From an optimization exercise on the open Yosys and OpenROAD flow, aimed at small area, a short achievable clock period and few clock cycles per item; shortcuts taken in it are not production practice.
Function was checked by simulation only, so behaviour that the tests miss may differ from the original.

File: flow/design.v
package fpa_pkg;
	typedef enum logic [3:0] {
		CMD_INT2FIX = 4'd0,
		CMD_TRUNC   = 4'd1,
		CMD_ROUND   = 4'd2,
		CMD_ADD     = 4'd3,
		CMD_SUB     = 4'd4,
		CMD_ADDINT  = 4'd5,
		CMD_SUBINT  = 4'd6,
		CMD_MUL     = 4'd7,
		CMD_MULINT  = 4'd8,
		CMD_DIV     = 4'd9,
		CMD_DIVINT  = 4'd10
	} cmd_t;
	typedef struct packed {
		logic [3:0]         cmd;
		logic signed [31:0] operand_a;
		logic signed [31:0] operand_b;
	} req_t;
	typedef struct packed {
		logic signed [31:0] value_out;
		logic               divide_by_zero;
	} rsp_t;
	typedef struct packed {
		logic valid;
		logic mul_op;
		logic mulint_op;
		logic div_op;
		logic dz;
		logic neg;
	} ctl_t;
endpackage
module fpa_alu (
	input  logic        clk,
	input  logic        arst_n,
	input  logic        req_valid,
	output logic        req_stall,
	input  logic [3:0]  req_cmd,
	input  logic [31:0] req_a,
	input  logic [31:0] req_b,
	output logic        rsp_valid,
	input  logic        rsp_stall,
	output logic [31:0] rsp_value,
	output logic        rsp_dz
);
	function automatic logic [5:0] bitlen(input logic [30:0] x);
		bitlen = 6'd0;
		for (int i = 0; i < 31; i++)
			if (x[i]) bitlen = 6'(i + 1);
	endfunction
	function automatic logic [91:0] csa(input logic [45:0] x, input logic [45:0] y, input logic [45:0] z);
		csa = {x ^ y ^ z, ((x & y) | (x & z) | (y & z)) << 1};
	endfunction
	logic        i_v;
	logic [3:0]  i_cmd;
	logic [31:0] i_a;
	logic [31:0] i_b;
	logic        p_v;
	logic        p_mul;       
	logic        p_frac;      
	logic        p_div;       
	logic        p_simple;
	logic        p_neg;
	logic        p_cin;
	logic        p_dz;
	logic        p_zq;        
	logic [5:0]  p_rs;        
	logic [5:0]  p_cnt;       
	logic [31:0] p_val;
	logic [31:0] p_d;
	logic        x_v;
	logic        x_done;
	logic        x_mul;
	logic        x_frac;
	logic        x_div;
	logic        x_simple;
	logic        x_neg;
	logic        x_cin;
	logic        x_dz;
	logic [5:0]  x_cnt;
	logic [45:0] x_s;         
	logic [45:0] x_c;         
	logic [45:0] x_n;
	logic [31:0] x_d;
	logic        o_v;
	logic [31:0] o_val;
	logic        o_dz;
	logic        s_v;
	logic [31:0] s_val;
	logic        s_dz;
	logic x_adv, x_accept, p_ready, p_accept, i_ready, deliver;
	assign x_adv     = x_v && x_done && !s_v;
	assign x_accept  = p_v && (!x_v || x_adv);
	assign p_ready   = !p_v || x_accept;
	assign p_accept  = i_v && p_ready;
	assign i_ready   = !i_v || p_accept;
	assign req_stall = !i_ready;
	assign deliver   = o_v && !rsp_stall;
	assign rsp_valid = o_v;
	assign rsp_value = o_val;
	assign rsp_dz    = o_dz;
	always_ff @(posedge clk or negedge arst_n) begin
		if (!arst_n) i_v <= 1'b0;
		else if (i_ready) i_v <= req_valid;
	end
	always_ff @(posedge clk) begin
		if (i_ready) begin
			i_cmd <= req_cmd;
			i_a   <= req_a;
			i_b   <= req_b;
		end
	end
	logic        c_mul, c_mulint, c_div, c_divint, b_zero, c_engine;
	logic        inc, sub, sh;
	logic [31:0] addend, op_a, op_b;
	logic [31:0] a_mag, b_mag;
	logic [5:0]  la, lb_lo;
	logic        a_small;
	assign c_mul    = (i_cmd == 4'd7);
	assign c_mulint = (i_cmd == 4'd8);
	assign c_div    = (i_cmd == 4'd9);
	assign c_divint = (i_cmd == 4'd10);
	assign b_zero   = (i_b == 32'd0);
	assign c_engine = c_mul || c_mulint || ((c_div || c_divint) && !b_zero);
	assign inc    = (i_cmd == 4'd1) ? (i_a[31] && (i_a[13:0] != 14'd0))
	                                : (i_a[13] && (!i_a[31] || (i_a[12:0] != 13'd0)));
	assign sub    = (i_cmd == 4'd4) || (i_cmd == 4'd6);
	assign sh     = (i_cmd == 4'd5) || (i_cmd == 4'd6);
	assign addend = sh ? {i_b[17:0], 14'd0} : i_b;
	always_comb begin
		op_a = 32'd0;
		op_b = 32'd0;
		case (i_cmd)
			4'd0:       op_a = {i_b[17:0], 14'd0};
			4'd1, 4'd2: op_a = {{14{i_a[31]}}, i_a[31:14]};
			4'd3, 4'd4, 4'd5, 4'd6: begin
				op_a = i_a;
				op_b = sub ? ~addend : addend;
			end
			default: ;
		endcase
	end
	logic [5:0]  bl_a, bl_b, ls;
	logic [3:0]  lr4;
	logic [7:0]  m;
	assign a_mag = i_a[31] ? (~i_a + 32'd1) : i_a;
	assign b_mag = i_b[31] ? (~i_b + 32'd1) : i_b;
	assign la      = bl_a + {5'd0, i_a[31]};
	assign bl_b    = bitlen(i_b[30:0] ^ {31{i_b[31]}});
	assign lb_lo   = {bl_b[5:1], bl_b[0] || (bl_b == 6'd0)};
	assign bl_a    = bitlen(i_a[30:0] ^ {31{i_a[31]}});
	assign a_small = (bl_a <= bl_b);
	assign ls      = a_small ? bl_a : bl_b;
	assign lr4     = {1'b0, ls[4:2]} + 4'd1;
	assign m       = {2'b00, la} + (c_div ? 8'd15 : 8'd1) - {2'b00, lb_lo};
	always_ff @(posedge clk or negedge arst_n) begin
		if (!arst_n) p_v <= 1'b0;
		else if (p_ready) p_v <= i_v;
	end
	always_ff @(posedge clk) begin
		if (p_ready) begin
			p_mul    <= c_mul || c_mulint;
			p_frac   <= c_mul || c_div;
			p_div    <= (c_div || c_divint) && !b_zero;
			p_simple <= !c_engine;
			p_neg    <= c_engine && (i_a[31] ^ i_b[31]);
			p_cin    <= c_engine ? (i_a[31] ^ i_b[31]) : (((i_cmd == 4'd1) || (i_cmd == 4'd2)) ? inc : sub);
			p_dz     <= (c_div || c_divint) && b_zero;
			p_zq     <= m[7] || (m == 8'd0);
			if (c_mul || c_mulint) begin
				p_rs  <= {lr4, 2'd0};
				p_cnt <= {2'd0, lr4} + 6'd1;
				p_val <= a_small ? a_mag : b_mag;
				p_d   <= a_small ? b_mag : a_mag;
			end else if (c_engine) begin
				p_rs  <= m[5:0];
				p_cnt <= m[5:0];
				p_val <= a_mag;
				p_d   <= b_mag;
			end else begin
				p_rs  <= m[5:0];
				p_cnt <= m[5:0];
				p_val <= op_a;
				p_d   <= op_b;
			end
		end
	end
	logic [45:0] rot_in, rot, himask;
	assign rot_in = (p_frac && !p_mul) ? {p_val, 14'd0} : {14'd0, p_val};
	always_comb begin
		rot = rot_in;
		for (int k = 0; k < 6; k++)
			if (p_rs[k]) rot = (rot >> (1 << k)) | (rot << (46 - (1 << k)));
	end
	always_comb begin
		for (int k = 0; k < 46; k++)
			himask[k] = (k >= 46 - p_rs);
	end
	logic [32:0] s1, t1;
	logic        ge1;
	logic [31:0] r1;
	logic [45:0] pp0, pp1, pp2, pp3, ms1, mc1, ms2, mc2, ms3, mc3, ms4, mc4;
	logic [45:0] psum;
	assign s1  = {x_s[31:0], x_n[45]};
	assign t1  = s1 - {1'b0, x_d};
	assign ge1 = !t1[32];
	assign r1  = ge1 ? t1[31:0] : s1[31:0];
	assign pp0 = {14'd0, x_d & {32{x_n[42]}}};
	assign pp1 = {13'd0, x_d & {32{x_n[43]}}, 1'd0};
	assign pp2 = {12'd0, x_d & {32{x_n[44]}}, 2'd0};
	assign pp3 = {11'd0, x_d & {32{x_n[45]}}, 3'd0};
	assign {ms1, mc1} = csa(pp0, pp1, pp2);
	assign {ms2, mc2} = csa(pp3, {x_s[41:0], 4'd0}, {x_c[41:0], 4'd0});
	assign {ms3, mc3} = csa(ms1, mc1, ms2);
	assign {ms4, mc4} = csa(ms3, mc3, mc2);
	assign psum = x_s + x_c;
	always_ff @(posedge clk or negedge arst_n) begin
		if (!arst_n) begin
			x_v    <= 1'b0;
			x_done <= 1'b0;
		end else if (x_accept) begin
			x_v    <= 1'b1;
			x_done <= p_simple || (!p_mul && p_zq);
		end else if (x_adv) begin
			x_v    <= 1'b0;
		end else if (x_v && !x_done) begin
			x_done <= (x_cnt == 6'd1);
		end
	end
	always_ff @(posedge clk) begin
		if (x_accept) begin
			x_mul    <= p_mul;
			x_frac   <= p_frac;
			x_div    <= p_div;
			x_simple <= p_simple;
			x_neg    <= p_neg;
			x_cin    <= p_cin;
			x_dz     <= p_dz;
			x_cnt    <= p_cnt;
			x_d      <= p_d;
			x_c      <= 46'd0;
			if (p_mul) begin
				x_s <= 46'd0;
				x_n <= rot;
			end else if (p_div) begin
				x_s <= {14'd0, rot[31:0] & ~himask[31:0]};
				x_n <= rot & himask & {46{!p_zq}};
			end else begin
				x_s <= {14'd0, p_val};
			end
		end else if (x_v && !x_done) begin
			x_cnt <= x_cnt - 6'd1;
			if (x_mul) begin
				if (x_cnt == 6'd1) begin
					x_s <= psum;
				end else begin
					x_s <= ms4;
					x_c <= mc4;
					x_n <= {x_n[41:0], 4'd0};
				end
			end else begin
				x_s <= {14'd0, r1};
				x_n <= {x_n[44:0], ge1};
			end
		end
	end
	logic [31:0] xval, xres;
	always_comb begin
		if (x_mul)      xval = x_frac ? x_s[45:14] : x_s[31:0];
		else if (x_div) xval = x_n[31:0];
		else            xval = x_s[31:0];
	end
	assign xres = (xval ^ {32{x_neg}}) + (x_d & {32{x_simple}}) + {31'd0, x_cin};
	always_ff @(posedge clk or negedge arst_n) begin
		if (!arst_n) begin
			o_v <= 1'b0;
			s_v <= 1'b0;
		end else begin
			if (!o_v || deliver) o_v <= s_v || x_adv;
			if (s_v) begin
				if (!o_v || deliver) s_v <= 1'b0;
			end else if (x_adv && o_v && !deliver) begin
				s_v <= 1'b1;
			end
		end
	end
	always_ff @(posedge clk) begin
		if (!o_v || deliver) begin
			o_val <= s_v ? s_val : xres;
			o_dz  <= s_v ? s_dz  : x_dz;
		end
		if (!s_v) begin
			s_val <= xres;
			s_dz  <= x_dz;
		end
	end
endmodule
File: flow/run.sh
#!/bin/bash
# synth_recipe.tcl (not shown) runs the flow's synth.tcl, then flattens the netlist and writes it again
# the make line also repeats each setting of config.mk as NAME=value (left out here)
make -C /OpenROAD-flow-scripts/flow DESIGN_CONFIG=/design/flow/config.mk WORK_HOME=/design/flow/orfs CLKGATE_MAP_FILE= SYNTH_SCRIPT=/design/flow/synth_recipe.tcl finish
File: flow/config.mk
export PLATFORM = sky130hd
export DESIGN_NAME = fpa_alu
export DESIGN_NICKNAME = fpa_alu
export VERILOG_FILES = /design/flow/design.v
export SDC_FILE = /design/flow/constraint.sdc
export NUM_CORES = 4
export LEC_CHECK = 0
export ABC_CLOCK_PERIOD_IN_PS = 3000
export CAP_MARGIN = 20
export CORE_MARGIN = 2
export CORE_UTILIZATION = 40
export SETUP_SLACK_MARGIN = 5
export SLEW_MARGIN = 20
File: flow/constraint.sdc
create_clock -name core_clock -period 10.0 [get_ports {clk}]
set_input_delay 2.0000 -clock core_clock [delete_from_list [all_inputs] [get_ports {clk}]]
set_output_delay 2.0000 -clock core_clock [all_outputs]
set_load 0.01 [all_outputs]
==> flow_summary_export.csv, run 1 <==
group,metric,value,unit
clocking,numCtsBuffers,46,
setup_path,crit_fanout,68,
synthesis,ys.flop_type,"edfxtp_1",
cells_and_area,drive_gt1_share,6.86,%
routing,num_vias,32200,
routing,finalWirelength,132,mm
synthesis,synthArstFlopShare,1.49,%
sta,setup-tns-final,0,ns
synthesis,synth-seq-area-share,31.1,%
floorplanning,core_area,90100,µm²
cells_and_area,final_cell_count_no_fill,5262,
floorplanning,initial_utilization,40.4,%
placed_design,routabilityCongestion,1.01,
synthesis,synth-seq-cells,403,
routing,drtAntennaViolNets,0,
clocking,cts_root_buffer,"clkbuf_16",
placed_design,hpwl,101,mm
sta,clock_skew,0.0285,ns
sta,fmaxAchievable,0.208,GHz
sta,layout_worst_path_cycle_share,48.1,%
floorplanning,io_pins,107,
setup_path,crit_arrival,2.81,ns
flow_run,maxCapViolCount,0,
clocking,cts_tree,"done",
sta,post-route-min-period,4.81,ns
global_routing,antenna_found_initial,6,
cells_and_area,area_growth,10.0,%
floorplanning,die_y,306,µm
sta,slew_viol_final,0,
synthesis,synth-edff-count,322,
clocking,cts_hold_buf,0,
global_routing,grt_max_degree,86,
routing,drt-initial-drc-count,3811,
synthesis,postSynthAreaPerCell,8.88,µm²
synthesis,syn_area,36500,µm²
placed_design,dpl_cell_area,38400,µm²
placed_design,port-buffer-count,106,
floorplanning,die-area,93600,µm²
cells_and_area,fillCellCount,8910,
setup_path,critPathKind,"flip-flop to primary output",
sta,timing_worst_slew_pin_value,1.19,ns
sta,slew_headroom,20.4,%
routing,dr.pass1.iters,6,
floorplanning,rows,110,
cells_and_area,fin_area,40100,µm²
global_routing,track_usage,27.6,%
sta,rsz0062_at_grt,"true",
clocking,clk_pin_slew,0.06,ns
synthesis,ys_types,95,
global_routing,grt_pass1_wl,197,mm
cells_and_area,fin_nets,4405,
clocking,clk_path_buf_depth,3,
sta,hold_viol,0,
routing,drc_errors,0,
placed_design,dp_cells,5166,
global_routing,first_global_vias,30600,
setup_path,cp.required,8.00,ns
synthesis,syn_nets,4463,
synthesis,syn_inst,4105,
floorplanning,die_width,306,µm
min_path,hp-class,"flip-flop to flip-flop",
routing,routedWlPerCell,25.1,µm
sta,setup-violations-final,0,
setup_path,startpoint_type,"flip-flop",
synthesis,ys_warn_count,1,
cells_and_area,mostFrequentLayoutCells,"nand2_1, edfxtp_1, a21oi_1",
routing,via_per_inst,6.11,
clocking,h-tree-depth,2,
cells_and_area,layout_commonest_cell,"nand2_1",
outcome,status,"no timing/DRC/antenna violations",
setup_path,endpoint_kind,"primary output",
clocking,clkLatencyLatePin,0.61,ns
clocking,tritoncts_num_sinks,403,
global_routing,grt.overflow.total,0,
layer usage:
| layer | routed length [µm] | global-route usage [%] | share of wire, % | vias to the layer above |
|---|---|---|---|---|
| met5 | 11 | 0 | 0.0083 | - |
| li1 | - | - | - | 14700 |
| met2 | 59600 | 43.7 | 45 | 1517 |
| met4 | 7480 | 13.7 | 5.7 | 2 |
| met3 | 10100 | 3.73 | 7.6 | 311 |
| met1 | 54800 | 37.0 | 42 | 15600 |
synthesized netlist by cell type, types with 78 or more instances:
cell | number | area (µm²)
nor2_1 | 272 | 1020
xnor2_1 | 104 | 911
edfxtp_1 | 322 | 9670
a21oi_1 | 305 | 1530
clkbuf_1 | 233 | 875
nand3_1 | 83 | 415
mux2i_1 | 233 | 2330
inv_1 | 243 | 912
xor2_1 | 103 | 902
fa_1 | 135 | 2700
nor3_1 | 78 | 390
nand2_1 | 417 | 1570
o21ai_0 | 268 | 1340
ha_1 | 151 | 1890
and2_1 | 141 | 882
sequential cells by signal (all words and copies together) (netlist names), 4 cells and up:
| signal | cells |
|---|---|
| x_c | 42 |
| x_cnt | 6 |
| o_val | 32 |
| x_s | 46 |
| x_d | 32 |
| p_d | 32 |
| i_b | 32 |
| s_val | 32 |
| p_val | 32 |
| x_n | 46 |
| p_cnt | 6 |
| p_rs | 6 |
| i_a | 32 |
| i_cmd | 4 |
kinds of logic after synthesis:
family                     count (synthesis)  synth area share (%)
xor gates and xnor gates                 207                  4.97
buffers and inverters                    525                  5.49
muxes                                    307                  9.49
AOI/OAI and AO/OA                       1137                  20.1
DFF                                      403                  31.1
adders and majority gates                286                  12.6
and+or+nand+nor                         1240                  16.3
worst max-delay path, cell delays in order (launching register included):
cell and delay (ns):
dfrtp_2 0.39, buf_6 0.34, inv_1 0.22, a21boi_2 0.39
nand3_4 0.23, inv_1 0.09, clkdlybuf4s50_1 0.53
worst paths after layout:
kind,startpoint,endpoint,slack (ns),depth (start not counted)
worst max-delay path,s_v,req_stall,5.19,6
worst min-delay path,p_dz,x_dz,0.41,0
worst max register to register,i_b[31],p_rs[4],5.22,20
worst min register to register,p_dz,x_dz,0.41,0
max in group asynchronous,arst_n,s_v,8.11,1
min in group asynchronous,arst_n,x_v,1.65,1
metrics by stage:
step / hold slack, ns / setup slack (ns) / util, %
after floorplan: 0.400 / 5.07 / -
after CTS: 0.416 / 5.03 / 44.3
after global placement: 0.402 / 4.08 / 42.6
after global routing: 0.412 / 4.99 / 44.5
final: 0.413 / 5.19 / 44.5
after detailed placement: 0.405 / 4.02 / 42.6
area by class of cell:
cell class | instances | area (µm²) | area share [%]
well taps | 1176 | 1470 | 3.67
diodes | 2 | 5.00 | 0.0125
clock buffers | 55 | 1210 | 3.01
repair buffers | 169 | 1610 | 4.02
flip-flops and latches | 403 | 11300 | 28.2
multi-input cells | 3177 | 23300 | 58.0
clock inverters | 30 | 278 | 0.693
inverters | 250 | 946 | 2.36
repair_timing:
item | 4_1_cts | 5_1_grt
setup endpoints to repair | 56 | 49
pin swaps | 0 | 2
setup buffers | 3 | 4
cloned | 0 | 2
resized for setup | 14 | 14
Testbench counts, summed over its fixed seeds: cycles 27,827, items 7,200.
==> run 2: changes to the inputs <==
--- a/flow/design.v
+++ b/flow/design.v
@@ -56,4 +56,6 @@
 	logic [31:0] i_a;
 	logic [31:0] i_b;
+	logic [5:0]  i_bla;       
+	logic [5:0]  i_blb;       
 	logic        p_v;
 	logic        p_mul;       
@@ -109,4 +111,6 @@
 			i_a   <= req_a;
 			i_b   <= req_b;
+			i_bla <= bitlen(req_a[30:0] ^ {31{req_a[31]}});
+			i_blb <= bitlen(req_b[30:0] ^ {31{req_b[31]}});
 		end
 	end
@@ -144,14 +148,16 @@
 	logic [3:0]  lr4;
 	logic [7:0]  m;
+	logic [5:0]  m_e;
 	assign a_mag = i_a[31] ? (~i_a + 32'd1) : i_a;
 	assign b_mag = i_b[31] ? (~i_b + 32'd1) : i_b;
 	assign la      = bl_a + {5'd0, i_a[31]};
-	assign bl_b    = bitlen(i_b[30:0] ^ {31{i_b[31]}});
+	assign bl_b    = i_blb;
 	assign lb_lo   = {bl_b[5:1], bl_b[0] || (bl_b == 6'd0)};
-	assign bl_a    = bitlen(i_a[30:0] ^ {31{i_a[31]}});
+	assign bl_a    = i_bla;
 	assign a_small = (bl_a <= bl_b);
 	assign ls      = a_small ? bl_a : bl_b;
 	assign lr4     = {1'b0, ls[4:2]} + 4'd1;
 	assign m       = {2'b00, la} + (c_div ? 8'd15 : 8'd1) - {2'b00, lb_lo};
+	assign m_e     = m[5:0] + {5'd0, m[0]};
 	always_ff @(posedge clk or negedge arst_n) begin
 		if (!arst_n) p_v <= 1'b0;
@@ -174,6 +180,6 @@
 				p_d   <= a_small ? b_mag : a_mag;
 			end else if (c_engine) begin
-				p_rs  <= m[5:0];
-				p_cnt <= m[5:0];
+				p_rs  <= m_e;
+				p_cnt <= {1'b0, m_e[5:1]};
 				p_val <= a_mag;
 				p_d   <= b_mag;
@@ -197,13 +203,20 @@
 			himask[k] = (k >= 46 - p_rs);
 	end
-	logic [32:0] s1, t1;
-	logic        ge1;
-	logic [31:0] r1;
+	logic [33:0] s2;
+	logic [34:0] t1, t2, t3;
+	logic [1:0]  qd;
+	logic [31:0] r2;
 	logic [45:0] pp0, pp1, pp2, pp3, ms1, mc1, ms2, mc2, ms3, mc3, ms4, mc4;
 	logic [45:0] psum;
-	assign s1  = {x_s[31:0], x_n[45]};
-	assign t1  = s1 - {1'b0, x_d};
-	assign ge1 = !t1[32];
-	assign r1  = ge1 ? t1[31:0] : s1[31:0];
+	assign s2 = {x_s[31:0], x_n[45:44]};
+	assign t1 = {1'b0, s2} - {3'b000, x_d};
+	assign t2 = {1'b0, s2} - {2'b00, x_d, 1'b0};
+	assign t3 = {1'b0, s2} - {1'b0, x_c[33:0]};
+	always_comb begin
+		if (!t3[34])      begin r2 = t3[31:0]; qd = 2'd3; end
+		else if (!t2[34]) begin r2 = t2[31:0]; qd = 2'd2; end
+		else if (!t1[34]) begin r2 = t1[31:0]; qd = 2'd1; end
+		else              begin r2 = s2[31:0]; qd = 2'd0; end
+	end
 	assign pp0 = {14'd0, x_d & {32{x_n[42]}}};
 	assign pp1 = {13'd0, x_d & {32{x_n[43]}}, 1'd0};
@@ -239,5 +252,5 @@
 			x_cnt    <= p_cnt;
 			x_d      <= p_d;
-			x_c      <= 46'd0;
+			x_c      <= p_div ? {12'd0, {2'b00, p_d} + {1'b0, p_d, 1'b0}} : 46'd0;
 			if (p_mul) begin
 				x_s <= 46'd0;
@@ -260,6 +273,6 @@
 				end
 			end else begin
-				x_s <= {14'd0, r1};
-				x_n <= {x_n[44:0], ge1};
+				x_s <= {14'd0, r2};
+				x_n <= {x_n[43:0], qd};
 			end
 		end
==> flow/flow/run.sh (new file) <==
#!/bin/bash
set -euo pipefail
MARGIN=6.3
sed "s/SETUP_SLACK_MARGIN=[0-9.]*/SETUP_SLACK_MARGIN=$MARGIN/" standard.sh > standard_margin.sh
bash standard_margin.sh > standard.log 2>&1
==> flow/standard.sh (new file) <==
#!/bin/bash
# synth_recipe.tcl (not shown) runs the flow's synth.tcl, then flattens the netlist and writes it again
# the make line also repeats each setting of config.mk as NAME=value (left out here)
make -C /OpenROAD-flow-scripts/flow DESIGN_CONFIG=/design/flow/config.mk WORK_HOME=/design/flow/orfs CLKGATE_MAP_FILE= SYNTH_SCRIPT=/design/flow/synth_recipe.tcl "${@:-finish}"
removed: flow/run.sh
==> run 2 against run 1 <==
Against the previous run:
- still clean
- global-route usage is 4.5 points higher
- final cell count is 21% higher
- routed wire length is 35% higher
- die area is 15% higher
- register-to-register slack better by 0.77 ns
- non-clock buffer count is 250 higher
- critical path type is now flip-flop to flip-flop
==> flow_summary_export.csv, run 2 <==
group,metric,value,unit
sta,setup-violations-final,0,
routing,drc_errors,0,
cells_and_area,mostFrequentLayoutCells,"nand2_1, edfxtp_1, nor2_1",
cells_and_area,drive_gt1_share,16.7,%
placed_design,dpl_cell_area,44500,µm²
synthesis,synth-seq-area-share,29.0,%
clocking,clk_path_buf_depth,3,
clocking,numCtsBuffers,50,
flow_run,maxCapViolCount,0,
setup_path,cp.required,10.38,ns
floorplanning,core_area,104000,µm²
global_routing,antenna_found_initial,14,
clocking,h-tree-depth,2,
sta,fmaxAchievable,0.249,GHz
global_routing,grt.overflow.total,0,
sta,timing_worst_slew_pin_value,1.14,ns
sta,post-route-min-period,4.01,ns
synthesis,synth-seq-cells,417,
synthesis,synth.most_common_cell,"nand2_1",
sta,setup-tns-final,0,ns
setup_path,crit_fanout,2,
cells_and_area,fin_area,50500,µm²
synthesis,syn_inst,4719,
sta,clock_skew,0.107,ns
synthesis,ys_types,94,
clocking,cts_tree,"done",
placed_design,routabilityCongestion,1.05,
routing,dr.pass1.iters,8,
setup_path,endpoint_kind,"flip-flop",
setup_path,r2r-start,"x_d[20]",
sta,slew_headroom,23.7,%
routing,drt-initial-drc-count,4896,
sta,rsz0062_at_grt,"true",
routing,via_per_inst,6.28,
cells_and_area,layout_commonest_cell,"nand2_1",
synthesis,syn_area,42000,µm²
cells_and_area,multi_input_area,29600,µm²
sta,slew_viol_final,0,
global_routing,first_global_vias,37800,
clocking,tritoncts_num_sinks,417,
global_routing,track_usage,32.1,%
synthesis,ys_warn_count,1,
floorplanning,die_width,328,µm
setup_path,startpoint_type,"flip-flop",
setup_path,cp_slowest_cell,"a222oi_1",
synthesis,synthArstFlopShare,1.44,%
routing,finalWirelength,178,mm
floorplanning,io_pins,107,
min_path,hp-class,"flip-flop to flip-flop",
cells_and_area,fin_nets,5416,
global_routing,grt_pass1_wl,255,mm
floorplanning,die-area,108000,µm²
min_path,worstHoldStart,"p_dz",
synthesis,syn_nets,5182,
outcome,status,"no timing/DRC/antenna violations",
setup_path,max_stage_delay,0.76,ns
setup_path,crit_path_cell_trace,"buf_4 > buf_6 > and2_4 > fa_1 > inv_2 > fa_1 > inv_2 > fa_2 > a222oi_1 > o311a_1 > o211ai_1",
floorplanning,die_y,328,µm
floorplanning,rows,118,
cells_and_area,fillCellCount,9864,
placed_design,hpwl,131,mm
synthesis,yosys-top-cells-area,"edfxtp_1, ha_1, fa_1",
synthesis,synth-edff-count,378,
synthesis,synthTopCellsByCount,"nand2_1, edfxtp_1, a21oi_1",
cells_and_area,area_growth,20.3,%
synthesis,postSynthAreaPerCell,8.90,µm²
routing,routedWlPerCell,27.9,µm
setup_path,reg2reg_slack,5.99,ns
setup_path,critPathKind,"flip-flop to flip-flop",
cells_and_area,seq_area,12200,µm²
cells_and_area,reg_top3,"x_c (46), x_n (46), x_s (46)",
sta,layout_worst_path_cycle_share,40.1,%
synthesis,synth_top_area_cell,"edfxtp_1",
placed_design,port-buffer-count,106,
synthesis,ys.flop_type,"edfxtp_1",
sta,hold_viol,0,
routing,num_vias,40000,
global_routing,grt_max_degree,80,
clocking,cts_root_buffer,"clkbuf_16",
setup_path,crit_arrival,4.39,ns
clocking,clkLatencyLatePin,0.70,ns
routing,drtAntennaViolNets,0,
clocking,clk_pin_slew,0.07,ns
setup_path,startpoint,"x_d[20]",
synthesis,synth_top_area_share,27.0,%
floorplanning,initial_utilization,40.4,%
-- run 2: layout make-up --
type / instances / share of cell area, %
inverter: 311 / 2.36
clock buffer: 62 / 2.63
clock inverter: 32 / 0.815
sequential: 417 / 24.1
antenna: 2 / 0.00991
timing repair buffer: 419 / 8.09
multi-input combinational: 3754 / 58.6
tap: 1380 / 3.42
-- run 2: critical path, delay by kind of cell, from the launching register on --
kind,cells,cell delay (ns)
adder cells (fa/ha/maj),3,1.52
AO/OA/AOI/OAI,3,1.14
flip-flops,1,0.52
buffers and inverters,4,0.40
AND/OR/NAND/NOR,1,0.13
-- run 2: metrics by stage --
stage                     util [%]  worst slack (ns)  hold slack (ns)  cells
after floorplan                  -              6.18            0.400   4719
after detailed placement      42.9              4.76            0.407   6033
after global placement        42.9              4.81            0.400   6033
final                         48.7              5.99            0.420   6377
after global routing          48.7              5.96            0.431   6375
after CTS                     47.1              6.16            0.422   6297
-- run 2: per-layer routing --
layer / up-vias / GRT usage (%) / part of all wire, %
met5: - / 0 / 0.074
met4: 18 / 18.7 / 7.5
met3: 590 / 7.02 / 10
met2: 2284 / 50.3 / 44
met1: 19400 / 40.7 / 38
li1: 17800 / - / -
-- run 2: worst paths after layout --
kind / cells past startpoint / end
max: 11 / x_s[20]
min: 0 / x_dz
max reg2reg: 11 / x_s[20]
min reg2reg: 0 / x_dz
max in group asynchronous: 1 / s_v
min in group asynchronous: 1 / o_v
-- run 2: kinds of logic (layout without fill, tap and decap cells) --
kind of cell,count (synthesis),count (layout),share of synthesized area (%)
multiplexers,320,320,8.95
other,0,2,0
buffers and inverters,550,824,5.10
adder cells (fa/ha/maj),392,392,14.3
flip-flops,417,417,29.0
AND/OR/NAND/NOR,1354,1356,15.3
XOR/XNOR,301,301,6.28
AO/OA/AOI/OAI,1385,1385,21.2
-- run 2: timing repair --
action / in CTS / in global routing
pin swaps: 85 / 96
setup endpoints to repair: 319 / 149
hold buffers: 0 / 0
buffers inserted: 160 / 75
resized for setup: 282 / 241
gates cloned: 10 / 3
Testbench counts of run 2, summed over its fixed seeds: cycles 21,425, items 7,200.
==> run 3: changes to the inputs <==
==> flow/run.sh (new file) <==
#!/bin/bash
# synth_recipe.tcl (not shown) runs the flow's synth.tcl, then flattens the netlist and writes it again
# the make line also repeats each setting of config.mk as NAME=value (left out here)
make -C /OpenROAD-flow-scripts/flow DESIGN_CONFIG=/design/flow/config.mk WORK_HOME=/design/flow/orfs CLKGATE_MAP_FILE= SYNTH_SCRIPT=/design/flow/synth_recipe.tcl finish
removed: flow/flow/run.sh
removed: flow/standard.sh
==> run 3 against run 2 <==
Against the previous run:
- routed wire length is 6.5% lower
- global-route usage is 1.8 points lower
- worst hold slack worse by 0.0042 ns
- count of clock-buffer cells in the layout is 1 lower
- via count is 5.1% lower
- final area is 8.2% lower
- highest routed layer unchanged
==> flow_summary_export.csv, run 3 <==
group,metric,value,unit
placed_design,port-buffer-count,106,
placed_design,pre_cts_ws,5.00,ns
routing,drt-initial-drc-count,4308,
cells_and_area,fin_area,46400,µm²
synthesis,synth-seq-area-share,29.0,%
routing,drtAntennaViolNets,0,
sta,slew_viol_final,0,
routing,routedWlPerCell,27.1,µm
sta,rsz0062_at_grt,"true",
clocking,numCtsBuffers,52,
clocking,cts_root_buffer,"clkbuf_16",
min_path,hp-class,"flip-flop to flip-flop",
flow_run,maxCapViolCount,0,
synthesis,synthArstFlopShare,1.44,%
min_path,min_delay_path_depth,0,
cells_and_area,reg_top3,"x_c (46), x_n (46), x_s (46)",
synthesis,synth-seq-cells,417,
placed_design,routabilityCongestion,1.07,
synthesis,synth_top_area_share,27.0,%
placed_design,dp_cells,6036,
setup_path,cp.required,10.39,ns
synthesis,synth-edff-count,378,
routing,drc_errors,0,
floorplanning,initial_utilization,40.4,%
cells_and_area,mostFrequentLayoutCells,"nand2_1, edfxtp_1, a21oi_1",
cells_and_area,area_growth,10.5,%
synthesis,synth_top_area_cell,"edfxtp_1",
routing,dr_wl_met3,14.6,mm
sta,timing_worst_slew_pin_value,1.09,ns
clocking,clk_path_buf_depth,3,
global_routing,first_global_vias,36100,
global_routing,grt.overflow.total,0,
routing,num_vias,38000,
routing,routed-wl-met2,74.6,mm
sta,hold_ws,0.416,ns
synthesis,ys_warn_count,1,
sta,hold_viol,0,
synthesis,ys_types,94,
routing,finalWirelength,166,mm
placed_design,hpwl,131,mm
setup_path,startpoint_type,"flip-flop",
routing,m1WireLength,66.8,mm
floorplanning,die_y,328,µm
floorplanning,die-area,108000,µm²
cells_and_area,final_cell_count_no_fill,6146,
setup_path,endpoint_kind,"flip-flop",
setup_path,critPathKind,"flip-flop to flip-flop",
synthesis,postSynthAreaPerCell,8.90,µm²
sta,setup-violations-final,0,
setup_path,crit_arrival,5.22,ns
floorplanning,core_area,104000,µm²
synthesis,yosys-top-cells-area,"edfxtp_1, ha_1, fa_1",
sta,layout_worst_path_cycle_share,48.3,%
synthesis,syn_inst,4719,
cells_and_area,drive_gt1_share,6.32,%
outcome,status,"no timing/DRC/antenna violations",
cells_and_area,fin_nets,5180,
clocking,cts_tree,"done",
sta,fmaxAchievable,0.207,GHz
setup_path,crit_fanout,33,
cells_and_area,layout_commonest_cell,"nand2_1",
floorplanning,rows,118,
synthesis,ys.flop_type,"edfxtp_1",
synthesis,syn_area,42000,µm²
sta,setup-tns-final,0,ns
placed_design,dpl_cell_area,44500,µm²
routing,dr.pass1.iters,6,
synthesis,synth.most_common_cell,"nand2_1",
global_routing,grt_max_degree,98,
clocking,cts_hold_buf,0,
floorplanning,die_width,328,µm
sta,setup_ws,5.17,ns
clocking,tritoncts_num_sinks,417,
global_routing,antenna_found_initial,7,
synthesis,synthTopCellsByCount,"nand2_1, edfxtp_1, a21oi_1",
sta,slew_headroom,27.0,%
cells_and_area,finish.utilization,44.7,%
floorplanning,io_pins,107,
routing,via_per_inst,6.18,
global_routing,grt_pass1_wl,243,mm
sta,post-route-min-period,4.83,ns
synthesis,syn_nets,5182,
clocking,h-tree-depth,2,
global_routing,track_usage,30.3,%
clocking,clk_pin_slew,0.07,ns
clocking,clkLatencyLatePin,0.67,ns
sta,clock_skew,0.0739,ns
routing,highest_layer,"met5",
setup_path,reg2reg_depth,15,
-- run 3: cell counts after synthesis --
Identical to the previous run, type by type.
-- run 3: kinds of logic after synthesis --
kind of cell / synth area share, %
fa+ha+maj: 14.3
xor+xnor: 6.28
buf+inv: 5.10
simple gates: 15.3
compound gates: 21.2
flops: 29.0
mux: 8.95
-- run 3: repair_timing --
action,4_1_cts,5_1_grt
pin swaps,1,2
cloned,1,0
setup endpoints to repair,5,35
gates resized for setup,0,11
buffers inserted,0,6
-- run 3: per-layer routing --
layer | global-route usage (%) | vias to the layer above
met3 | 4.78 | 405
li1 | - | 17300
met2 | 48.5 | 1853
met5 | 0 | -
met4 | 15.4 | 6
met1 | 39.6 | 18500
-- run 3: path summary, 6_finish.rpt --
check | slack, ns | endpoint | startpoint
max | 5.17 | x_s[25] | x_n[45]
min | 0.42 | x_neg | p_neg
max reg2reg | 5.17 | x_s[25] | x_n[45]
min reg2reg | 0.42 | x_neg | p_neg
max in group asynchronous | 8.18 | s_v | arst_n
min in group asynchronous | 1.58 | o_v | arst_n
-- run 3: area by class of cell --
class | instances | area, µm²
multi-input cells | 3753 | 27900
flip-flops and latches | 417 | 12200
fillers | 10100 | 57400
clock buffers | 61 | 1360
repair buffers | 182 | 1680
well taps | 1380 | 1730
diodes | 5 | 12.5
inverters | 311 | 1170
clock inverters | 37 | 427
-- run 3: critical path, stage by stage (launching register included) --
cell,delay [ns]
edfxtp_1,0.47
inv_1,0.06
buf_4,0.28
fa_1,0.50
nor2b_1,0.16
o31a_1,0.23
o211ai_1,0.27
a2111oi_1,0.70
o21ai_1,0.31
o31ai_2,0.24
buf_4,0.28
nor2_1,0.06
buf_4,0.23
nand2_1,0.17
nor3_1,0.08
or4_1,0.50
==> run 4: changes to the inputs <==
--- a/flow/design.v
+++ b/flow/design.v
@@ -72,5 +72,6 @@
 	logic [31:0] p_d;
 	logic        x_v;
-	logic        x_done;
+	logic        x_pass;      
+	logic        x_last;      
 	logic        x_mul;
 	logic        x_frac;
@@ -85,4 +86,8 @@
 	logic [45:0] x_n;
 	logic [31:0] x_d;
+	logic        r_v;
+	logic [31:0] r_val;
+	logic        r_neg;
+	logic        r_dz;
 	logic        o_v;
 	logic [31:0] o_val;
@@ -91,6 +96,9 @@
 	logic [31:0] s_val;
 	logic        s_dz;
-	logic x_adv, x_accept, p_ready, p_accept, i_ready, deliver;
-	assign x_adv     = x_v && x_done && !s_v;
+	logic x_fin, r_adv, r_ready, x_adv, x_accept, p_ready, p_accept, i_ready, deliver;
+	assign x_fin     = x_v && x_last;
+	assign r_adv     = r_v && !s_v;
+	assign r_ready   = !r_v || r_adv;
+	assign x_adv     = x_fin && r_ready;
 	assign x_accept  = p_v && (!x_v || x_adv);
 	assign p_ready   = !p_v || x_accept;
@@ -229,15 +237,7 @@
 	assign psum = x_s + x_c;
 	always_ff @(posedge clk or negedge arst_n) begin
-		if (!arst_n) begin
-			x_v    <= 1'b0;
-			x_done <= 1'b0;
-		end else if (x_accept) begin
-			x_v    <= 1'b1;
-			x_done <= p_simple || (!p_mul && p_zq);
-		end else if (x_adv) begin
-			x_v    <= 1'b0;
-		end else if (x_v && !x_done) begin
-			x_done <= (x_cnt == 6'd1);
-		end
+		if (!arst_n) x_v <= 1'b0;
+		else if (x_accept) x_v <= 1'b1;
+		else if (x_adv) x_v <= 1'b0;
 	end
 	always_ff @(posedge clk) begin
@@ -251,4 +251,6 @@
 			x_dz     <= p_dz;
 			x_cnt    <= p_cnt;
+			x_pass   <= p_simple || (!p_mul && p_zq);
+			x_last   <= p_simple || (!p_mul && p_zq) || (p_cnt == 6'd1);
 			x_d      <= p_d;
 			x_c      <= p_div ? {12'd0, {2'b00, p_d} + {1'b0, p_d, 1'b0}} : 46'd0;
@@ -262,14 +264,11 @@
 				x_s <= {14'd0, p_val};
 			end
-		end else if (x_v && !x_done) begin
-			x_cnt <= x_cnt - 6'd1;
+		end else if (x_v && !x_fin) begin
+			x_cnt  <= x_cnt - 6'd1;
+			x_last <= (x_cnt == 6'd2);
 			if (x_mul) begin
-				if (x_cnt == 6'd1) begin
-					x_s <= psum;
-				end else begin
-					x_s <= ms4;
-					x_c <= mc4;
-					x_n <= {x_n[41:0], 4'd0};
-				end
+				x_s <= ms4;
+				x_c <= mc4;
+				x_n <= {x_n[41:0], 4'd0};
 			end else begin
 				x_s <= {14'd0, r2};
@@ -278,11 +277,21 @@
 		end
 	end
-	logic [31:0] xval, xres;
-	always_comb begin
-		if (x_mul)      xval = x_frac ? x_s[45:14] : x_s[31:0];
-		else if (x_div) xval = x_n[31:0];
-		else            xval = x_s[31:0];
+	logic [31:0] xsum, rres;
+	assign xsum = x_s[31:0] + x_d + {31'd0, x_cin};
+	always_ff @(posedge clk or negedge arst_n) begin
+		if (!arst_n) r_v <= 1'b0;
+		else if (r_ready) r_v <= x_fin;
+	end
+	always_ff @(posedge clk) begin
+		if (r_ready) begin
+			r_neg <= x_neg;
+			r_dz  <= x_dz;
+			if (x_simple)    r_val <= xsum;
+			else if (x_mul)  r_val <= x_frac ? psum[45:14] : psum[31:0];
+			else if (x_pass) r_val <= x_n[31:0];
+			else             r_val <= {x_n[29:0], qd};
+		end
 	end
-	assign xres = (xval ^ {32{x_neg}}) + (x_d & {32{x_simple}}) + {31'd0, x_cin};
+	assign rres = r_neg ? (~r_val + 32'd1) : r_val;
 	always_ff @(posedge clk or negedge arst_n) begin
 		if (!arst_n) begin
@@ -290,8 +299,8 @@
 			s_v <= 1'b0;
 		end else begin
-			if (!o_v || deliver) o_v <= s_v || x_adv;
+			if (!o_v || deliver) o_v <= s_v || r_adv;
 			if (s_v) begin
 				if (!o_v || deliver) s_v <= 1'b0;
-			end else if (x_adv && o_v && !deliver) begin
+			end else if (r_adv && o_v && !deliver) begin
 				s_v <= 1'b1;
 			end
@@ -300,10 +309,10 @@
 	always_ff @(posedge clk) begin
 		if (!o_v || deliver) begin
-			o_val <= s_v ? s_val : xres;
-			o_dz  <= s_v ? s_dz  : x_dz;
+			o_val <= s_v ? s_val : rres;
+			o_dz  <= s_v ? s_dz  : r_dz;
 		end
 		if (!s_v) begin
-			s_val <= xres;
-			s_dz  <= x_dz;
+			s_val <= rres;
+			s_dz  <= r_dz;
 		end
 	end
==> flow/flow/run.sh (new file) <==
#!/bin/bash
set -euo pipefail
MARGIN=6.3
sed "s/SETUP_SLACK_MARGIN=[0-9.]*/SETUP_SLACK_MARGIN=$MARGIN/" standard.sh > standard_margin.sh
bash standard_margin.sh > standard.log 2>&1
==> flow/standard.sh (new file) <==
#!/bin/bash
# synth_recipe.tcl (not shown) runs the flow's synth.tcl, then flattens the netlist and writes it again
# the make line also repeats each setting of config.mk as NAME=value (left out here)
make -C /OpenROAD-flow-scripts/flow DESIGN_CONFIG=/design/flow/config.mk WORK_HOME=/design/flow/orfs CLKGATE_MAP_FILE= SYNTH_SCRIPT=/design/flow/synth_recipe.tcl "${@:-finish}"
removed: flow/run.sh
==> run 4 against run 3 <==
Against the previous run:
- still clean on timing, DRC and antenna
- fmax grew 27%
- final cell count grew 4.2%
- area after synthesis grew 2.7%
- sequential share of layout area shrank 0.67 points
- count of clock-buffer cells in the layout grew 3
- setup slack gained 1.0 ns
- register-to-register slack gained 1.0 ns
- flip-flop and latch count grew 35
- global-route usage grew 0.78 points
- synthesized cell count shrank 0.23%
- largest cell class unchanged
==> flow_summary_export.csv, run 4 <==
group,metric,value,unit
clocking,cts_tree,"done",
synthesis,postSynthAreaPerCell,9.15,µm²
outcome,status,"no timing/DRC/antenna violations",
routing,drtAntennaViolNets,0,
routing,finalWirelength,176,mm
sta,setup_ws,6.19,ns
routing,dr.pass1.iters,9,
sta,fmaxAchievable,0.263,GHz
floorplanning,die-area,110000,µm²
clocking,clkLatencyLatePin,0.67,ns
cells_and_area,layout_commonest_cell,"edfxtp_1",
cells_and_area,final_cell_count_no_fill,6406,
clocking,numCtsBuffers,55,
synthesis,synthTopCellsByCount,"edfxtp_1, nand2_1, nor2_1",
routing,drc_errors,0,
setup_path,endpoint_kind,"flip-flop",
sta,layout_worst_path_cycle_share,38.1,%
placed_design,port-buffer-count,106,
floorplanning,die_y,332,µm
synthesis,syn_area,43100,µm²
clocking,cts_hold_buf,0,
placed_design,dp_cells,6045,
synthesis,syn_nets,5172,
global_routing,grt_pass1_wl,256,mm
floorplanning,io_pins,107,
floorplanning,rows,120,
placed_design,hpwl,134,mm
sta,rsz0062_at_grt,"true",
floorplanning,initial_utilization,40.3,%
global_routing,antenna_found_initial,7,
synthesis,synth.most_common_cell,"edfxtp_1",
synthesis,synth-seq-cells,452,
setup_path,critPathKind,"flip-flop to flip-flop",
synthesis,ys_warn_count,1,
synthesis,ys_types,91,
sta,clock_skew,0.0242,ns
synthesis,syn_inst,4708,
cells_and_area,fillCellCount,10100,
routing,num_vias,39800,
routing,drt-initial-drc-count,4493,
global_routing,track_usage,31.1,%
cells_and_area,drive_gt1_share,16.1,%
clocking,tritoncts_num_sinks,452,
global_routing,grt_max_degree,72,
synthesis,synth_top_area_share,28.8,%
cells_and_area,mostFrequentLayoutCells,"edfxtp_1, nand2_1, nor2_1",
sta,hold_ws,0.431,ns
setup_path,crit_fanout,15,
setup_path,crit_arrival,4.21,ns
synthesis,synth-edff-count,413,
clocking,clk_path_buf_depth,3,
sta,post-route-min-period,3.81,ns
min_path,hp-class,"flip-flop to flip-flop",
cells_and_area,fin_nets,5418,
sta,slew_viol_final,0,
global_routing,first_global_vias,37800,
sta,timing_worst_slew_pin_value,1.20,ns
sta,hold_viol,0,
synthesis,synth-seq-area-share,30.7,%
floorplanning,core_area,107000,µm²
floorplanning,die_width,332,µm
synthesis,ys.flop_type,"edfxtp_1",
sta,setup-tns-final,0,ns
flow_run,maxCapViolCount,0,
placed_design,pre_cts_ws,4.78,ns
clocking,clk_pin_slew,0.06,ns
synthesis,synthArstFlopShare,1.33,%
synthesis,yosys-top-cells-area,"edfxtp_1, ha_1, fa_1",
cells_and_area,reg_top3,"x_c (46), x_n (46), x_s (46)",
sta,setup-violations-final,0,
clocking,cts_root_buffer,"clkbuf_16",
routing,routedWlPerCell,27.5,µm
clocking,h-tree-depth,2,
routing,via_per_inst,6.22,
setup_path,startpoint_type,"flip-flop",
setup_path,cp.required,10.41,ns
synthesis,synth_top_area_cell,"edfxtp_1",
sta,slew_headroom,19.6,%
global_routing,grt.overflow.total,0,
cells_and_area,area_growth,20.0,%
placed_design,routabilityCongestion,1.04,
==> run 4: path summary, 6_finish.rpt <==
check	from	endpoint	slack (ns)	cells past startpoint
worst max-delay path	x_d[22]	x_s[29]	6.19	13
worst min-delay path	p_neg	x_neg	0.43	0
worst max register to register	x_d[22]	x_s[29]	6.19	13
worst min register to register	p_neg	x_neg	0.43	0
max in group asynchronous	arst_n	s_v	8.14	1
min in group asynchronous	arst_n	i_v	1.59	1
==> run 4: metrics by stage <==
stage,cell area (µm²),util (%)
2_1_floorplan,43200,-
3_3_place_gp,45600,42.7
3_5_place_dp,45600,42.7
4_1_cts,50000,46.8
5_1_grt,51700,48.4
6_report,51700,48.4
==> run 4: worst max-delay path, cell delays in order, from the launching register on <==
cell,delay [ns]
edfxtp_1,0.61
inv_1,0.28
ha_1,0.45
nand2_1,0.13
nor2b_2,0.25
nand3_1,0.18
o21ai_2,0.26
o311a_4,0.23
o41ai_4,0.07
buf_4,0.19
buf_16,0.16
nor4_2,0.35
a31oi_1,0.08
a211o_1,0.29
==> run 4: area by class of cell <==
type	instances	area (µm²)	share of cell area (%)
clock buffers	64	1510	2.91
diodes	2	5.00	0.00968
multi-input cells	3708	29600	57.3
clock inverters	40	487	0.941
flip-flops and latches	452	13200	25.6
well taps	1403	1760	3.39
inverters	329	1280	2.47
repair buffers	408	3840	7.43
==> run 4: cell families (layout without fill, tap and decap cells) <==
group / Yosys count / in the layout / synth area share, %
multiplexers: 352 / 352 / 9.74
XOR/XNOR: 291 / 291 / 5.91
buffers and inverters: 556 / 841 / 4.87
adder cells (fa/ha/maj): 393 / 393 / 13.9
AO/OA/AOI/OAI: 1328 / 1328 / 20.2
AND/OR/NAND/NOR: 1336 / 1344 / 14.7
other: 0 / 2 / 0
flip-flops: 452 / 452 / 30.7
==> run 4: per-layer routing <==
layer,wire length (µm),up-vias,track usage (%),share of wire [%]
li1,-,17900,-,-
met2,77400,2081,48.5,44
met1,69900,19400,40.4,40
met5,0,-,0,0
met4,13300,0,18.0,7.5
met3,15700,461,5.63,8.9
==> run 4: timing repair <==
| action | 4_1_cts | 5_1_grt |
|---|---|---|
| pin swaps | 58 | 106 |
| setup endpoints to repair | 151 | 104 |
| gates cloned | 13 | 3 |
| gates resized for setup | 245 | 190 |
| setup buffers | 134 | 105 |
Testbench counts of run 4, summed over its fixed seeds: cycles 19,196, items 7,200.
==> run 5: changes to the inputs <==
--- a/flow/design.v
+++ b/flow/design.v
@@ -119,6 +119,6 @@
 			i_a   <= req_a;
 			i_b   <= req_b;
-			i_bla <= bitlen(req_a[30:0] ^ {31{req_a[31]}});
-			i_blb <= bitlen(req_b[30:0] ^ {31{req_b[31]}});
+			i_bla <= req_a[31] ? bitlen(~req_a[30:0]) : bitlen(req_a[30:0]);
+			i_blb <= req_b[31] ? bitlen(~req_b[30:0]) : bitlen(req_b[30:0]);
 		end
 	end
==> flow/flow/run.sh (replaced) <==
#!/bin/bash
set -euo pipefail
MARGIN=6.0
sed "s/SETUP_SLACK_MARGIN=[0-9.]*/SETUP_SLACK_MARGIN=$MARGIN/" standard.sh > standard_margin.sh
bash standard_margin.sh > standard.log 2>&1
==> run 5 against run 4 <==
Against the previous run:
- final area decreased by 3.0%
- register-to-register slack got worse by 0.21 ns
- area after synthesis is 1.9% higher
- via count increased by 2.7%
- final cell count is 0.87% higher
- die area up 1.8%
- synthesized cell count is 4.5% higher
- non-clock buffer count decreased by 120
- fmax is 5.3% lower
- critical endpoint is now x_s[11]
- highest routed layer unchanged
==> flow_summary_export.csv, run 5 <==
group,metric,value,unit
clocking,numCtsBuffers,55,
min_path,worstHoldStart,"p_neg",
cells_and_area,mostFrequentLayoutCells,"nand2_1, edfxtp_1, o21ai_0",
setup_path,startpoint_type,"flip-flop",
synthesis,synth-edff-count,413,
routing,routedWlPerCell,28.4,µm
synthesis,synth-seq-area-share,30.1,%
synthesis,ys_types,95,
routing,finalWirelength,184,mm
placed_design,hpwl,141,mm
sta,hold_viol,0,
setup_path,crit_fanout,29,
sta,setup_ws,5.98,ns
sta,fmaxAchievable,0.249,GHz
global_routing,antenna_found_initial,1,
sta,setup-violations-final,0,
sta,timing_worst_slew_pin_value,1.11,ns
clocking,tritoncts_num_sinks,452,
placed_design,dp_cells,6221,
synthesis,yosys.area_share.simple,14.9,%
setup_path,cp_top_family,"multiplexers",
placed_design,routabilityCongestion,1.09,
synthesis,syn_area,43900,µm²
floorplanning,io_pins,107,
sta,layout_worst_path_cycle_share,40.2,%
cells_and_area,finish.utilization,46.1,%
sta,setup-tns-final,0,ns
synthesis,syn_nets,5390,
routing,dr.pass1.iters,9,
cells_and_area,layout_commonest_cell,"nand2_1",
setup_path,cpMostUsedCell,"mux2i_1",
clocking,clkLatencyLatePin,0.70,ns
clocking,cts_tree,"done",
floorplanning,initial_utilization,40.3,%
setup_path,r2r_end,"x_s[11]",
cells_and_area,final_cell_count_no_fill,6462,
global_routing,track_usage,31.9,%
floorplanning,core_area,109000,µm²
global_routing,grt.overflow.total,0,
outcome,status,"no timing/DRC/antenna violations",
synthesis,synthAdderAreaFrac,13.7,%
routing,num_vias,40900,
synthesis,synth-seq-cells,452,
sta,rsz0062_at_grt,"true",
floorplanning,die-area,112000,µm²
min_path,min_delay_path_depth,0,
synthesis,synth-xor-area-share,5.39,%
cells_and_area,area_growth,14.3,%
global_routing,grt_max_degree,82,
synthesis,synth_top_area_share,28.3,%
min_path,worstHoldEndpoint,"x_neg",
placed_design,port-buffer-count,106,
synthesis,synth.most_common_cell,"nand2_1",
sta,clock_skew,0.0538,ns
routing,drc_errors,0,
setup_path,crit_arrival,4.44,ns
setup_path,critPathKind,"flip-flop to flip-flop",
setup_path,cp_slowest_cell,"a222oi_1",
synthesis,ys_warn_count,1,
synthesis,synth.area.mux_share,7.82,%
routing,via_per_inst,6.33,
routing,drtAntennaViolNets,0,
synthesis,synth-compound-area-share,22.8,%
clocking,clk_path_buf_depth,3,
synthesis,synthArstFlopShare,1.33,%
setup_path,r2r-start,"p_mul",
setup_path,max_stage_delay,0.58,ns
synthesis,synthTopCellsByCount,"nand2_1, edfxtp_1, o21ai_0",
setup_path,cp.required,10.42,ns
clocking,h-tree-depth,2,
synthesis,synth_top_area_cell,"edfxtp_1",
floorplanning,die_width,335,µm
synthesis,syn_inst,4921,
cells_and_area,reg_top3,"x_c (46), x_n (46), x_s (46)",
cells_and_area,fillCellCount,10500,
cells_and_area,drive_gt1_share,10.8,%
synthesis,synth_top_family_by_area,"compound AO/OA/AOI/OAI gates",
min_path,hp-class,"flip-flop to flip-flop",
floorplanning,die_y,335,µm
synthesis,yosys-top-cells-area,"edfxtp_1, ha_1, fa_1",
sta,slew_headroom,25.5,%
global_routing,grt_pass1_wl,264,mm
global_routing,first_global_vias,38500,
floorplanning,rows,121,
flow_run,maxCapViolCount,0,
setup_path,endpoint_kind,"flip-flop",
sta,post-route-min-period,4.02,ns
routing,drt-initial-drc-count,4516,
clocking,clk_pin_slew,0.07,ns
setup_path,crit_buf_inv,1,
setup_path,reg2reg_slack,5.98,ns
synthesis,ys.flop_type,"edfxtp_1",
synthesis,postSynthAreaPerCell,8.92,µm²
setup_path,reg2reg_depth,11,
placed_design,pre_cts_ws,4.73,ns
setup_path,crit_path_cell_trace,"buf_4 > nand2b_4 > mux2i_1 > o21ai_0 > mux4_2 > mux2i_1 > mux2i_1 > nand2_1 > o21ai_0 > a222oi_1 > o31ai_1",
sta,slew_viol_final,0,
cells_and_area,fin_nets,5464,
clocking,cts_root_buffer,"clkbuf_16",
[run 5: cell types whose count changed in the layout (fill, tap and decap cells not counted), moves of 30 or more]
cell | before | now
a21oi_1 | 254 | 324
buf_4 | 242 | 162
buf_6 | 34 | 4
mux2i_1 | 238 | 191
nand2_1 | 379 | 452
o21ai_0 | 256 | 382
o21ai_1 | 73 | 20
[run 5: per-stage QoR]
stage	instance area [µm²]	hold WS, ns
after global placement	46200	0.406
after floorplan	43900	0.400
after detailed placement	46200	0.410
final	50200	0.423
after global routing	50100	0.440
after CTS	49300	0.426
[run 5: kinds of logic (layout without fill, tap and decap cells)]
group,count (synthesis),in the layout
AO/OA/AOI/OAI,1534,1534
AND/OR/NAND/NOR,1384,1385
buffers and inverters,598,718
flip-flops,452,452
adder cells (fa/ha/maj),397,397
multiplexers,286,286
XOR/XNOR,270,270
other,0,6
[run 5: worst reg2reg max path, delay by kind of cell, from the launching register on]
family          cells  cell delay (ns)
compound gates      4             1.24
buf+inv             1             0.35
flops               1             0.32
mux                 4             1.31
simple gates        2             0.58
[run 5: final cells by class]
cell class | instances | area [µm²] | share of cell area, %
Multi-Input combinational cell | 3872 | 29200 | 58.2
Antenna cell | 6 | 15.0 | 0.0299
Tap cell | 1414 | 1770 | 3.53
Timing Repair Buffer | 288 | 2680 | 5.33
Clock buffer | 63 | 1440 | 2.87
Inverter | 326 | 1240 | 2.47
Sequential cell | 452 | 13200 | 26.3
Clock inverter | 41 | 604 | 1.20
[run 5: metal layers]
metal	global-route usage (%)	wire length (µm)
met4	19.8	13200
met5	0	0
met2	50.3	82200
met3	5.65	16000
met1	40.6	72500
[run 5: what timing repair did]
item / 4_1_cts / 5_1_grt
pin swaps: 12 / 23
endpoints found under the setup margin: 187 / 105
hold buffers: 0 / 0
cloned: 4 / 1
gates resized for setup: 99 / 111
setup buffers: 76 / 50
[run 5: how the worst max path moves through the flow]
| stage | from | end | slack, ns | cells past startpoint |
|---|---|---|---|---|
| 5_1_grt | x_s[5] | r_val[7] | 5.97 | 13 |
| 3_3_place_gp | s_v | x_s[22] | 4.81 | 13 |
| 3_5_place_dp | s_v | x_s[29] | 4.73 | 12 |
| 4_1_cts | s_v | x_s[29] | 5.98 | 12 |
| 6_report | p_mul | x_s[11] | 5.98 | 11 |
| 2_1_floorplan | x_n[45] | x_s[21] | 6.14 | 14 |
Testbench counts of run 5, summed over its fixed seeds: cycles 19,196, items 7,200.
==> run 6: changes to the inputs <==
==> flow/flow/run.sh (replaced) <==
#!/bin/bash
set -euo pipefail
MARGIN=6.3
sed "s/SETUP_SLACK_MARGIN=[0-9.]*/SETUP_SLACK_MARGIN=$MARGIN/" standard.sh > standard_margin.sh
bash standard_margin.sh > standard.log 2>&1
==> run 6 against run 5 <==
Against the previous run:
- still clean
- clock skew is 0.023 ns lower
- utilization rose by 2.6 points
- fmax increased by 4.7%
- critical path depth rose by 3
- non-clock buffer count is 174 higher
- critical path type unchanged
==> flow_summary_export.csv, run 6 <==
group,metric,value,unit
min_path,hp-class,"flip-flop to flip-flop",
placed_design,hpwl,148,mm
synthesis,syn_inst,4921,
global_routing,grt_max_degree,89,
synthesis,synthArstFlopShare,1.33,%
cells_and_area,fillCellCount,10300,
synthesis,syn_nets,5390,
synthesis,synth_top_area_share,28.3,%
setup_path,r2r-start,"x_s[1]",
sta,setup_ws,6.16,ns
cells_and_area,mostFrequentLayoutCells,"nand2_1, edfxtp_1, o21ai_0",
cells_and_area,seq_area,13200,µm²
sta,setup-tns-final,0,ns
setup_path,reg2reg_depth,14,
global_routing,antenna_found_initial,11,
global_routing,track_usage,34.5,%
clocking,tritoncts_num_sinks,452,
synthesis,synth_top_area_cell,"edfxtp_1",
synthesis,synth-edff-count,413,
clocking,cts_root_buffer,"clkbuf_16",
cells_and_area,area_growth,20.8,%
synthesis,synth.most_common_cell,"nand2_1",
global_routing,grt.overflow.total,0,
setup_path,cp.required,10.43,ns
routing,drt-initial-drc-count,4732,
synthesis,postSynthAreaPerCell,8.92,µm²
floorplanning,rows,121,
setup_path,startpoint_type,"flip-flop",
sta,post-route-min-period,3.84,ns
synthesis,ys_types,95,
routing,dr.pass1.iters,9,
setup_path,critPathKind,"flip-flop to flip-flop",
sta,rsz0062_at_grt,"true",
cells_and_area,multi_input_area,30300,µm²
synthesis,synthTopCellsByCount,"nand2_1, edfxtp_1, o21ai_0",
routing,routedWlPerCell,30.1,µm
setup_path,crit_arrival,4.27,ns
flow_run,maxCapViolCount,0,
setup_path,r2r_end,"x_s[8]",
placed_design,routabilityCongestion,1.02,
floorplanning,die_y,335,µm
sta,clock_skew,0.0305,ns
floorplanning,die-area,112000,µm²
min_path,worstHoldEndpoint,"x_neg",
synthesis,yosys-top-cells-area,"edfxtp_1, ha_1, fa_1",
placed_design,pre_cts_ws,5.21,ns
sta,fmaxAchievable,0.260,GHz
clocking,clk_path_buf_depth,3,
outcome,status,"no timing/DRC/antenna violations",
synthesis,ys_warn_count,1,
clocking,clk_pin_slew,0.07,ns
placed_design,port-buffer-count,106,
sta,slew_viol_final,0,
sta,slew_headroom,18.8,%
clocking,clkLatencyLatePin,0.68,ns
cells_and_area,layout_commonest_cell,"nand2_1",
clocking,cts_tree,"done",
cells_and_area,fin_nets,5643,
floorplanning,die_width,335,µm
routing,drc_errors,0,
synthesis,synth-seq-cells,452,
routing,drtAntennaViolNets,0,
sta,layout_worst_path_cycle_share,38.4,%
sta,setup-violations-final,0,
sta,hold_viol,0,
min_path,min_delay_path_depth,0,
routing,num_vias,42000,
floorplanning,io_pins,107,
cells_and_area,drive_gt1_share,17.7,%
clocking,numCtsBuffers,59,
synthesis,ys.flop_type,"edfxtp_1",
floorplanning,core_area,109000,µm²
sta,timing_worst_slew_pin_value,1.21,ns
clocking,h-tree-depth,2,
global_routing,first_global_vias,39400,
cells_and_area,reg_top3,"x_c (46), x_n (46), x_s (46)",
min_path,worstHoldStart,"p_neg",
setup_path,endpoint_kind,"flip-flop",
setup_path,reg2reg_slack,6.16,ns
synthesis,synth-seq-area-share,30.1,%
setup_path,crit_fanout,7,
routing,finalWirelength,200,mm
routing,via_per_inst,6.33,
global_routing,grt_pass1_wl,281,mm
floorplanning,initial_utilization,40.3,%
synthesis,syn_area,43900,µm²
==> run 6: cell counts after synthesis <==
No cell type changed its count.
==> run 6: worst max path at each step <==
stage | end | slack (ns) | from
floorplan | req_stall | 6.29 | s_v
global route | x_s[5] | 6.15 | x_n[44]
detailed placement | x_s[31] | 5.21 | x_n[44]
CTS | x_s[8] | 6.19 | x_n[44]
finish | x_s[8] | 6.16 | x_s[1]
global placement | x_s[8] | 5.25 | x_n[44]
==> run 6: repair_timing <==
action,in CTS,in global routing
hold endpoints to repair,0,0
hold buffers,0,0
buffers inserted,179,104
gates resized for setup,270,275
pin swaps,61,104
setup endpoints to repair,180,128
gates cloned,12,6
==> run 6: routing by layer <==
layer	share of wire, %	wire [µm]	GRT usage (%)
met2	45	91000	55.4
met3	8.3	16600	5.02
met5	0.0070	14	0
met4	7.1	14100	19.6
met1	39	78300	44.4
==> run 6: layout make-up <==
| class | instances | area share, % |
|---|---|---|
| well taps | 1414 | 3.34 |
| clock buffers | 70 | 3.08 |
| flip-flops and latches | 452 | 24.9 |
| multi-input cells | 3873 | 57.1 |
| repair buffers | 462 | 8.30 |
| clock inverters | 40 | 0.807 |
| diodes | 4 | 0.0189 |
| inverters | 326 | 2.39 |
==> run 6: critical path: stages, from the launching register on <==
cell       delay (ns)
edfxtp_1         0.56
buf_6            0.20
ha_1             0.31
o21a_1           0.22
o31ai_4          0.07
a2111oi_0        0.13
and3b_2          0.37
o32ai_4          0.10
o22ai_1          0.12
buf_4            0.16
nor2_2           0.05
buf_6            0.16
a222oi_1         0.61
o31a_1           0.40
o21ai_1          0.11
==> run 6: through the flow <==
stage / area (µm²) / instances / hold WS, ns / utilization [%]
2_1_floorplan: 44000 / 4921 / 0.400 / -
3_3_place_gp: 46300 / 6226 / 0.405 / 42.5
3_5_place_dp: 46300 / 6226 / 0.407 / 42.5
4_1_cts: 51100 / 6527 / 0.421 / 47.0
5_1_grt: 53000 / 6638 / 0.444 / 48.7
6_report: 53000 / 6641 / 0.419 / 48.7
==> run 6: kinds of logic (layout without fill, tap and decap cells) <==
kind of cell / count (synthesis) / in the layout / synth area share, %
compound gates: 1534 / 1534 / 22.8
simple gates: 1384 / 1386 / 14.9
buf+inv: 598 / 898 / 5.24
flops: 452 / 452 / 30.1
fa+ha+maj: 397 / 397 / 13.7
mux: 286 / 286 / 7.82
xor+xnor: 270 / 270 / 5.39
other cells: 0 / 4 / 0

[separate check: timing with driven ports]
The results above use ideal ports. As a check the final layouts listed here were re-extracted and re-timed, cells and wires unchanged. Step 1: set_driving_cell puts a clkbuf_16 on clk and a buf_2 on each other input, an assumption about the parent block. Step 2 moves the port delays by t, midway between the first and last clock arrival at a register: inputs arrive t later, outputs are due t later. That takes back most of the time a late clock gives input paths. Three values: no drivers, after step 1, after step 2; two values: the first two.
| run | shift t [ns] | setup slack, ns | pins driven straight from the clock port |
|---|---|---|---|
| run 1 | 0.661 | 5.194 / 5.126 / 5.215 | 1 |
| run 2 | 0.712 | 5.986 / 5.986 / 5.746 | 1 |
| run 3 | 0.698 | 5.167 / 5.167 / 5.167 | 1 |
| run 4 | 0.730 | 6.193 / 6.147 / 5.692 | 1 |
| run 5 | 0.740 | 5.981 / 5.981 / 5.583 | 1 |
| run 6 | 0.738 | 6.161 / 6.161 / 5.849 | 1 |
After both steps every run listed still meets setup and hold. The setup slack of run 4, which loses most, moves by -0.046 ns with the drivers and by -0.501 ns with both steps.
